From an optimization exercise on the open Yosys and OpenROAD flow, aimed at small area, a short achievable clock period and few clock cycles per item; shortcuts taken in it are not production practice.
RTL that was checked went through simulation tests only; none was proved equivalent to the original.

// colourTop
module colourTop (
	input logic CLOCK_50_I,
	input logic resetn,
	input logic [3:0] paddr,
	input logic psel,
	input logic penable,
	input logic pwrite,
	input logic [31:0] pwdata,
	output logic [31:0] prdata,
	output logic pready,
	output logic pslverr,
	output logic memRdEn,
	output colourPkg::addr_t memRdAddr,
	input colourPkg::word_t memRdData,
	output logic memWrEn,
	output colourPkg::addr_t memWrAddr,
	output colourPkg::word_t memWrData
);
	logic start;
	logic busy;
	logic [1:0] ph;
	logic rxValid, rxLoad, rxFirst, rxClamp, rxOdd;
	logic wrValid, wrRowLast, wrFrameLast;
	colourPkg::word_t rdWord;
	colourPkg::sample_t yOddHeld;
	colourPkg::sample_t uEven, vEven, uOdd, vOdd;
	colourPkg::sample_t pixY, pixU, pixV;
	colourPkg::sample_t pixR, pixG, pixB;
	logic evenSel;
	apbRegs regs (
		.CLOCK_50_I(CLOCK_50_I),
		.resetn(resetn),
		.paddr(paddr),
		.psel(psel),
		.penable(penable),
		.pwrite(pwrite),
		.pwdata(pwdata),
		.prdata(prdata),
  ...
Size in the first run: about 260 flip-flops, roughly 150 I/O pins.
make LEC_CHECK=0 CAP_MARGIN=20 CORE_MARGIN=2 CORE_UTILIZATION=40 PLACE_DENSITY=0.6 SETUP_SLACK_MARGIN=3.5 SLEW_MARGIN=20 finish   # period 9.0 ns
run.sh (not shown) runs the stock make flow with config.mk's settings and CLKGATE_MAP_FILE= SYNTH_SCRIPT=/design/flow/synth_recipe.tcl, a recipe that flattens the netlist after the stock synthesis.
Testbench counts at the start, summed over its fixed seeds: cycles 921,696, frames 8.
Rerun with:
SETUP_SLACK_MARGIN = default   (was 3.5)
Synthesized area is unchanged; worst setup slack degrades by 1200 ps; utilization goes down by 5.0 points; global-route usage goes down by 1.6 points; die area does not change.

========
Another version of the RTL of colourTop (not shown whole).
For scale: about 2500 cells after synthesis, about 480 flip-flops, roughly 150 I/O pins, about 26000 sq um of cells after synthesis.
export LEC_CHECK = 0
export CAP_MARGIN = 20
export CORE_MARGIN = 2
export CORE_UTILIZATION = 40
export CTS_CLUSTER_DIAMETER = 85
export CTS_CLUSTER_SIZE = 32
export PLACE_DENSITY = 0.6
export SETUP_SLACK_MARGIN = 5.0
export SLEW_MARGIN = 20
create_clock -name core_clock -period 9.0 [get_ports {CLOCK_50_I}]
standard.sh (not shown) runs the stock make flow with config.mk's settings and CLKGATE_MAP_FILE= SYNTH_SCRIPT=/design/flow/synth_recipe.tcl, a recipe that flattens the netlist after the stock synthesis.
==> flow/flow/run.sh <==
#!/bin/bash
set -e
bash standard.sh finish SETUP_SLACK_MARGIN=5.7 "BUFFER_PORTS_ARGS=-buffer_cell sky130_fd_sc_hd__buf_4" > standard.log 2>&1
Testbench counts at the start, summed over its fixed seeds: cycles 921,728, frames 8.
Rerun with:
==> flow/flow/run.sh (replaced) <==
#!/bin/bash
set -e
bash standard.sh finish SETUP_SLACK_MARGIN=5.8 "BUFFER_PORTS_ARGS=-buffer_cell sky130_fd_sc_hd__buf_4" > standard.log 2>&1
Non-clock buffer count climbs by 13.
Die area does not change.
Area after synthesis does not change.
Synthesized cell count stays the same.
Worst setup slack improved by 0.12 ns.
Design area rises by 1.8%.
Wire length hardly moves.
Sequential share of layout area goes down by 0.57 points.
Rerun with:
==> flow/flow/run.sh (replaced) <==
#!/bin/bash
set -e
bash standard.sh finish SETUP_SLACK_MARGIN=5.6 > standard.log 2>&1
The new run produced a clean layout.
Global-route usage shrinks by 0.16 points.
Clock skew decreases by 0.0035 ns.
Register-to-register slack loses 0.12 ns.
Worst setup slack loses 0.17 ns.
Wire length is lower by 1.9%.
Rerun with:
==> flow/flow/run.sh (replaced) <==
#!/bin/bash
set -e
bash standard.sh finish SETUP_SLACK_MARGIN=5.7 "BUFFER_PORTS_ARGS=-buffer_cell sky130_fd_sc_hd__buf_4" > standard.log 2>&1
--- a/flow/config.mk
+++ b/flow/config.mk
@@ -9,6 +9,6 @@
 export CORE_MARGIN = 2
 export CORE_UTILIZATION = 40
-export CTS_CLUSTER_DIAMETER = 85
-export CTS_CLUSTER_SIZE = 32
+export CTS_CLUSTER_DIAMETER = 80
+export CTS_CLUSTER_SIZE = 28
 export PLACE_DENSITY = 0.6
 export SETUP_SLACK_MARGIN = 5.0
What happened:
- hold slack stays flat
- register-to-register slack loses 0.02 ns
- clock skew rises by 0.011 ns
Rerun with:
==> flow/flow/run.sh (replaced) <==
#!/bin/bash
set -e
bash standard.sh finish SETUP_SLACK_MARGIN=5.6 > standard.log 2>&1
After rerunning: The new run went through all stages and came out clean; die area does not change; register-to-register slack got worse by 0.05 ns; routed wire length is lower by 1.1%; final area hardly moves; global-route usage is lower by 0.13 points; worst setup slack got worse by 0.050 ns; area after synthesis stays the same; maximum frequency is lower by 1.5%; core utilization barely changes.

========
Another version of the RTL of colourTop (not shown whole).
For scale: ~2400 cells after synthesis, roughly 460 flip-flops, ~0.025 sq mm of cells after synthesis.
## colourTop
module colourTop (
	input logic CLOCK_50_I,
	input logic resetn,
	input logic [3:0] paddr,
	input logic psel,
	input logic penable,
	input logic pwrite,
	input logic [31:0] pwdata,
	output logic [31:0] prdata,
	output logic pready,
	output logic pslverr,
	output logic memRdEn,
	output colourPkg::addr_t memRdAddr,
	input colourPkg::word_t memRdData,
	output logic memWrEn,
	output colourPkg::addr_t memWrAddr,
	output colourPkg::word_t memWrData
);
	logic start;
	logic busy;
	logic [2:0] ph;
	logic rxLoad, rxFirst, rxClamp, rxOdd;
	logic wrValid, lastValid, rowDone, frameDone;
	colourPkg::word_t rdWord;
	colourPkg::sample_t yOddHeld;
	colourPkg::sample_t pixY, pixU, pixV;
	logic [9:0] pixU3, pixV3;
	colourPkg::sample_t yNext;
	logic [19:0] y2687;
	logic [19:0] pixY2687;
	colourPkg::sample_t pixR, pixG, pixB;
	apbRegs regs (
		.CLOCK_50_I(CLOCK_50_I),
		.resetn(resetn),
		.paddr(paddr),
		.psel(psel),
		.penable(penable),
		.pwrite(pwrite),
		.pwdata(pwdata),
		.prdata(prdata),
		.pready(pready),
		.pslverr(pslverr),
		.start(start),
		.frameDone(frameDone),
		.rowDone(rowDone),
		.busy(busy)
	);
	frameSequencer seq (
		.CLOCK_50_I(CLOCK_50_I),
		.resetn(resetn),
		.start(start),
		.ph(ph),
		.memRdEn(memRdEn),
		.memRdAddr(memRdAddr),
		.rxLoad(rxLoad),
		.rxFirst(rxFirst),
		.rxClamp(rxClamp),
		.rxOdd(rxOdd),
		.wrValid(wrValid),
		.lastValid(lastValid),
		.rowDone(rowDone),
		.frameDone(frameDone)
	);
  ...
==> flow/config.mk <==
export PLATFORM = sky130hd
export DESIGN_NAME = colourTop
export DESIGN_NICKNAME = colourTop
export VERILOG_FILES = /design/flow/design.v
export SDC_FILE = /design/flow/constraint.sdc
export NUM_CORES = 4
export LEC_CHECK = 0
export CAP_MARGIN = 20
export CORE_MARGIN = 2
export CORE_UTILIZATION = 40
export CTS_CLUSTER_DIAMETER = 80
export CTS_CLUSTER_SIZE = 28
export PLACE_DENSITY = 0.6
export SETUP_SLACK_MARGIN = 4.8
export SLEW_MARGIN = 20
==> flow/constraint.sdc <==
create_clock -name core_clock -period 9.0 [get_ports {CLOCK_50_I}]
set_input_delay 1.8000 -clock core_clock [delete_from_list [all_inputs] [get_ports {CLOCK_50_I}]]
set_output_delay 1.8000 -clock core_clock [all_outputs]
set_load 0.01 [all_outputs]
==> flow/flow/run.sh <==
#!/bin/bash
set -e
bash standard.sh finish SETUP_SLACK_MARGIN=5.6 > standard.log 2>&1
Testbench counts at the start, summed over its fixed seeds: cycles 921,712, frames 8.
Rerun with:
==> flow/run.sh (new file) <==
#!/bin/bash
# synth_recipe.tcl (not shown) runs the flow's synth.tcl, then flattens the netlist and writes it again
# the make line also repeats each setting of config.mk as NAME=value (left out here)
make -C /OpenROAD-flow-scripts/flow DESIGN_CONFIG=/design/flow/config.mk WORK_HOME=/design/flow/orfs CLKGATE_MAP_FILE= SYNTH_SCRIPT=/design/flow/synth_recipe.tcl finish
removed: flow/flow/run.sh
removed: flow/standard.sh
What happened: Register-to-register slack loses 80 ps; first-iteration DRC count goes down by 1.3%.

========
colourTop, a different RTL version from the one above (not shown whole).
Size: roughly 2500 cells after synthesis, ~490 flip-flops, ~150 I/O pins, roughly 27000 um^2 of cells after synthesis.
==> flow/config.mk <==
export PLATFORM = sky130hd
export DESIGN_NAME = colourTop
export DESIGN_NICKNAME = colourTop
export VERILOG_FILES = /design/flow/design.v
export SDC_FILE = /design/flow/constraint.sdc
export NUM_CORES = 4
export LEC_CHECK = 0
export CAP_MARGIN = 20
export CORE_MARGIN = 2
export CORE_UTILIZATION = 40
export CTS_CLUSTER_DIAMETER = 80
export CTS_CLUSTER_SIZE = 28
export PLACE_DENSITY = 0.6
export SETUP_SLACK_MARGIN = 5.0
export SLEW_MARGIN = 20
==> flow/constraint.sdc <==
create_clock -name core_clock -period 9.0 [get_ports {CLOCK_50_I}]
set_input_delay 1.8000 -clock core_clock [delete_from_list [all_inputs] [get_ports {CLOCK_50_I}]]
set_output_delay 1.8000 -clock core_clock [all_outputs]
set_load 0.01 [all_outputs]
==> flow/flow/run.sh <==
#!/bin/bash
set -e
bash standard.sh finish SETUP_SLACK_MARGIN=5.45 > standard.log 2>&1
The first run completed without violations.
Rerun with:
==> flow/run.sh (new file) <==
#!/bin/bash
# synth_recipe.tcl (not shown) runs the flow's synth.tcl, then flattens the netlist and writes it again
# the make line also repeats each setting of config.mk as NAME=value (left out here)
make -C /OpenROAD-flow-scripts/flow DESIGN_CONFIG=/design/flow/config.mk WORK_HOME=/design/flow/orfs CLKGATE_MAP_FILE= SYNTH_SCRIPT=/design/flow/synth_recipe.tcl finish
removed: flow/flow/run.sh
removed: flow/standard.sh
Final cell count decreases by 0.57%.
No run of this note included a check of the RTL's function; only the layout flow was run.

========
Another version of the RTL of colourTop (not shown whole).
Size: ~2500 cells after synthesis, about 370 flip-flops, about 150 I/O pins, about 25000 sq um of cells after synthesis.
Settings: LEC_CHECK=0, CAP_MARGIN=20, CORE_MARGIN=2, CORE_UTILIZATION=40, PLACE_DENSITY=0.6, SETUP_SLACK_MARGIN=4.5, SLEW_MARGIN=20; clock period 9.0 ns.
run.sh (not shown) runs the stock make flow with config.mk's settings and CLKGATE_MAP_FILE= SYNTH_SCRIPT=/design/flow/synth_recipe.tcl, a recipe that flattens the netlist after the stock synthesis.
Stock flow here: none of the scripts above is used.
Testbench counts at the start, summed over its fixed seeds: cycles 921,712, frames 8.
Edit:
SETUP_SLACK_MARGIN = unset   (was 4.5)
=>
- The new run finished clean
- non-clock buffer count shrinks by 176
- via count shrinks by a few percent
- count of clock-buffer cells in the layout grows by 10
- synthesized area stays the same
- setup slack gets worse by 1.4 ns
- core utilization shrinks by 6.0 points
- global-route usage shrinks by 1.5 points
- worst hold slack barely changes

========
Another version of the RTL of colourTop (not shown whole).
Size: roughly 2,400 cells after synthesis, about 370 flip-flops, about 150 I/O pins, about 25,000 um2 of cells after synthesis.
clock: 9.0 ns
lec_check: 0
cap_margin: 20
core_margin: 2
core_utilization: 40
place_density: 0.6
setup_slack_margin: 3.5
slew_margin: 20
Then changed:
--- a/flow/config.mk
+++ b/flow/config.mk
@@ -11,3 +11,3 @@
 export PLACE_DENSITY = 0.6
-export SETUP_SLACK_MARGIN = 3.5
+export SETUP_SLACK_MARGIN = 4.5
 export SLEW_MARGIN = 20
After rerunning: Cell area is higher by roughly a tenth; cell count climbs by a few percent; count of clock-buffer cells in the layout came out lower by 5; global-route usage rose by 1.1 points; non-clock buffer count came out higher by 132; worst hold slack stays flat; die area stays the same; synthesized cell count is unchanged.
No functional check of the RTL was part of any run of this note.

========
## trial 29
colourTop, a different RTL version from the one above (not shown whole).
Size in the first run: ~460 flip-flops, roughly 150 I/O pins, ~27000 um^2 of cells after synthesis.
==> flow/config.mk <==
export PLATFORM = sky130hd
export DESIGN_NAME = colourTop
export DESIGN_NICKNAME = colourTop
export VERILOG_FILES = /design/flow/design.v
export SDC_FILE = /design/flow/constraint.sdc
export NUM_CORES = 4
export LEC_CHECK = 0
export ABC_AREA = 1
export CAP_MARGIN = 20
export CORE_MARGIN = 2
export CORE_UTILIZATION = 40
export CTS_CLUSTER_DIAMETER = 80
export CTS_CLUSTER_SIZE = 28
export PLACE_DENSITY = 0.6
export SETUP_SLACK_MARGIN = 4.8
export SLEW_MARGIN = 20
==> flow/constraint.sdc <==
create_clock -name core_clock -period 9.0 [get_ports {CLOCK_50_I}]
set_input_delay 1.8000 -clock core_clock [delete_from_list [all_inputs] [get_ports {CLOCK_50_I}]]
set_output_delay 1.8000 -clock core_clock [all_outputs]
set_load 0.01 [all_outputs]
Testbench counts of trial 29, summed over its fixed seeds: cycles 921,712, frames 8.
Setup changes, trial 29 to trial 20
Settings: clearing CTS_CLUSTER_SIZE, which used to be 28; clearing CTS_CLUSTER_DIAMETER, which used to be 80; clearing ABC_AREA, which used to be 1.
[summary]
The area enclosed by the die boundary in trial 20 was lower than what trial 29 gave. Re floorplan die height: trial 20 and trial 29 aren't equal, and the lower value belongs to trial 20. Comparing trial 20 and trial 29, the lower H-tree level count is on trial 29. Trial 29 -> trial 20: achievable clock frequency increased slightly. Delta(worst hold slack, trial 20 - trial 29) < 0. Re final core utilization: trial 20 is 1.6 points up on trial 29.

========
## main
colourTop, a different RTL version from the one above (not shown whole).
Size: about 460 flip-flops, roughly 150 I/O pins, ~0.026 mm2 of cells after synthesis.
Settings: LEC_CHECK=0, CAP_MARGIN=20, CORE_MARGIN=2, CORE_UTILIZATION=40, CTS_CLUSTER_DIAMETER=80, CTS_CLUSTER_SIZE=28, PLACE_DENSITY=0.6, SETUP_SLACK_MARGIN=5.0, SLEW_MARGIN=20; clock period 9.0 ns.
The following lists how the feature branch was set up differently from main:
==> flow/flow/run.sh (new file) <==
#!/bin/bash
set -e
bash standard.sh finish SETUP_SLACK_MARGIN=5.6 > standard.log 2>&1
==> flow/standard.sh (new file) <==
#!/bin/bash
# synth_recipe.tcl (not shown) runs the flow's synth.tcl, then flattens the netlist and writes it again
# the make line also repeats each setting of config.mk as NAME=value (left out here)
make -C /OpenROAD-flow-scripts/flow DESIGN_CONFIG=/design/flow/config.mk WORK_HOME=/design/flow/orfs CLKGATE_MAP_FILE= SYNTH_SCRIPT=/design/flow/synth_recipe.tcl "${@:-finish}"
removed: flow/run.sh
[summary]
Longest individual stage delay on the worst path, main and the feature branch: lower on the feature branch
The feature branch vs. main: wire length of the first global-routing pass went up by 1700 um.
Against main, the feature branch comes in 3.8% higher on routed wire length.
Layout sequential cell count: main vs the feature branch identical
No functional check of the RTL was part of any run of this note.

========
Another version of the RTL of colourTop (not shown whole).
For scale: ~2400 cells after synthesis, roughly 400 flip-flops, about 150 I/O pins, ~0.026 mm² of cells after synthesis.
Design colourTop, start of the top module:
module colourTop (
	input logic CLOCK_50_I,
	input logic resetn,
	input logic [3:0] paddr,
	input logic psel,
	input logic penable,
	input logic pwrite,
	input logic [31:0] pwdata,
	output logic [31:0] prdata,
	output logic pready,
	output logic pslverr,
	output logic memRdEn,
	output colourPkg::addr_t memRdAddr,
	input colourPkg::word_t memRdData,
	output logic memWrEn,
	output colourPkg::addr_t memWrAddr,
	output colourPkg::word_t memWrData
);
==> flow/config.mk <==
export PLATFORM = sky130hd
export DESIGN_NAME = colourTop
export DESIGN_NICKNAME = colourTop
export VERILOG_FILES = /design/flow/design.v
export SDC_FILE = /design/flow/constraint.sdc
export NUM_CORES = 4
export LEC_CHECK = 0
export CAP_MARGIN = 20
export CORE_MARGIN = 2
export CORE_UTILIZATION = 40
export PLACE_DENSITY = 0.6
export SETUP_SLACK_MARGIN = 4.2
export SLEW_MARGIN = 20
==> flow/constraint.sdc <==
create_clock -name core_clock -period 9.0 [get_ports {CLOCK_50_I}]
set_input_delay 1.8000 -clock core_clock [delete_from_list [all_inputs] [get_ports {CLOCK_50_I}]]
set_output_delay 1.8000 -clock core_clock [all_outputs]
set_load 0.01 [all_outputs]
Stock flow here: none of the scripts above is used.
The baseline ran to the end with no violations.
Then changed:
- CORE_UTILIZATION: 40 -> 60
- PLACE_DENSITY: 0.6 -> 0.75
What happened: The new run finished with timing, DRC and antenna clean; global-route usage climbs by 8.8 points; routed wire length drops by 0.60%; via count climbs by 1.7%; critical path depth stays the same.
Then changed:
- CORE_UTILIZATION: 60 -> 40
- PLACE_DENSITY: 0.75 -> 0.6
- SETUP_SLACK_MARGIN: 4.2 -> 4.6
The new run produced a clean layout.
Flip-flop and latch count does not change.
Routed wire length increases by 5.8%.
Critical path depth does not change.
Utilization decreases by 22 points.
Global-route usage decreases by 7.9 points.
Final cell count increases by 12%.
Via count decreases by 0.82%.
Function was not checked in any run of this note: the RTL went through the layout flow alone.

re-timing with driven ports:
In the flow no input, the clock included, has a driving cell. The finished layouts below were timed again as built, in two steps. Step 1 (the two cells are an assumption about what drives the block):
set clk [get_ports {CLOCK_50_I}]
set_driving_cell -lib_cell sky130_fd_sc_hd__clkbuf_16 $clk
set_driving_cell -lib_cell sky130_fd_sc_hd__buf_2 [delete_from_list [all_inputs] $clk]
Step 2 moves the port delays by t, midway between the first and last clock arrival at a register: inputs arrive t later, outputs are due t later. That takes back most of the time a late clock gives input paths. a / b / c = ideal ports / drivers / drivers and shift; a / b = the first two.
| run | t, ns | setup WS [ns] | hold slack, ns | slew at the worst register clock pin (ns) | cell pins on the clock port's net |
|---|---|---|---|---|---|
| the first run of note 1 | 0.623 | 2.113 / 2.113 / 2.113 | 0.394 / 0.394 / 0.394 | 0.06 / 0.06 | 1 |
| the second run of note 1 | 0.614 | 0.958 / 0.958 / 0.958 | 0.385 / 0.385 / 0.385 | 0.06 / 0.06 | 1 |
| the first run of note 2 | 0.653 | 5.713 / 5.713 / 5.367 | 0.332 / 0.332 / 0.332 | 0.12 / 0.12 | 1 |
| the second run of note 2 | 0.658 | 5.830 / 5.830 / 5.477 | 0.326 / 0.326 / 0.326 | 0.11 / 0.11 | 1 |
| the third run of note 2 | 0.643 | 5.656 / 5.595 / 5.209 | 0.336 / 0.336 / 0.336 | 0.12 / 0.12 | 1 |
| the fourth run of note 2 | 0.663 | 5.695 / 5.695 / 5.346 | 0.335 / 0.335 / 0.335 | 0.11 / 0.11 | 1 |
| the fifth run of note 2 | 0.664 | 5.644 / 5.589 / 5.217 | 0.336 / 0.336 / 0.336 | 0.11 / 0.11 | 1 |
| the first run of note 3 | 0.671 | 4.952 / 4.952 / 4.952 | 0.331 / 0.331 / 0.331 | 0.11 / 0.11 | 1 |
| the second run of note 3 | 0.655 | 4.867 / 4.867 / 4.867 | 0.335 / 0.335 / 0.335 | 0.10 / 0.10 | 1 |
| the first run of note 4 | 0.666 | 5.498 / 5.498 / 4.937 | 0.421 / 0.421 / 0.421 | 0.11 / 0.11 | 1 |
| the second run of note 4 | 0.673 | 5.135 / 5.135 / 4.827 | 0.423 / 0.423 / 0.423 | 0.11 / 0.11 | 1 |
| the first run of note 5 | 0.647 | 4.233 / 4.233 / 4.233 | 0.410 / 0.410 / 0.410 | 0.07 / 0.07 | 1 |
| the second run of note 5 | 0.617 | 2.837 / 2.837 / 2.837 | 0.413 / 0.413 / 0.413 | 0.06 / 0.06 | 1 |
| the first run of note 6 | 0.645 | 3.672 / 3.672 / 3.672 | 0.403 / 0.403 / 0.403 | 0.07 / 0.07 | 1 |
| the second run of note 6 | 0.630 | 4.218 / 4.218 / 4.170 | 0.401 / 0.401 / 0.401 | 0.07 / 0.07 | 1 |
| trial 29 | 0.651 | 4.930 / 4.875 / 4.579 | 0.430 / 0.430 / 0.430 | 0.11 / 0.11 | 1 |
| trial 20 | 0.634 | 4.962 / 4.909 / 4.892 | 0.412 / 0.412 / 0.412 | 0.06 / 0.06 | 1 |
| main | 0.656 | 4.921 / 4.921 / 4.709 | 0.331 / 0.331 / 0.331 | 0.11 / 0.11 | 1 |
| the feature branch | 0.666 | 4.839 / 4.839 / 4.839 | 0.333 / 0.333 / 0.333 | 0.11 / 0.11 | 1 |
| the first run of note 9 | 0.643 | 4.233 / 4.233 / 4.233 | 0.397 / 0.397 / 0.397 | 0.06 / 0.06 | 1 |
| the second run of note 9 | 0.618 | 4.206 / 4.206 / 4.206 | 0.396 / 0.396 / 0.396 | 0.07 / 0.07 | 1 |
| the third run of note 9 | 0.645 | 4.296 / 4.296 / 4.296 | 0.414 / 0.414 / 0.414 | 0.06 / 0.06 | 1 |
After both steps setup and hold are still met in every run listed. The setup slack of the first run of note 4, which loses most, moves by 0.000 ns with the drivers and by -0.561 ns with both steps.
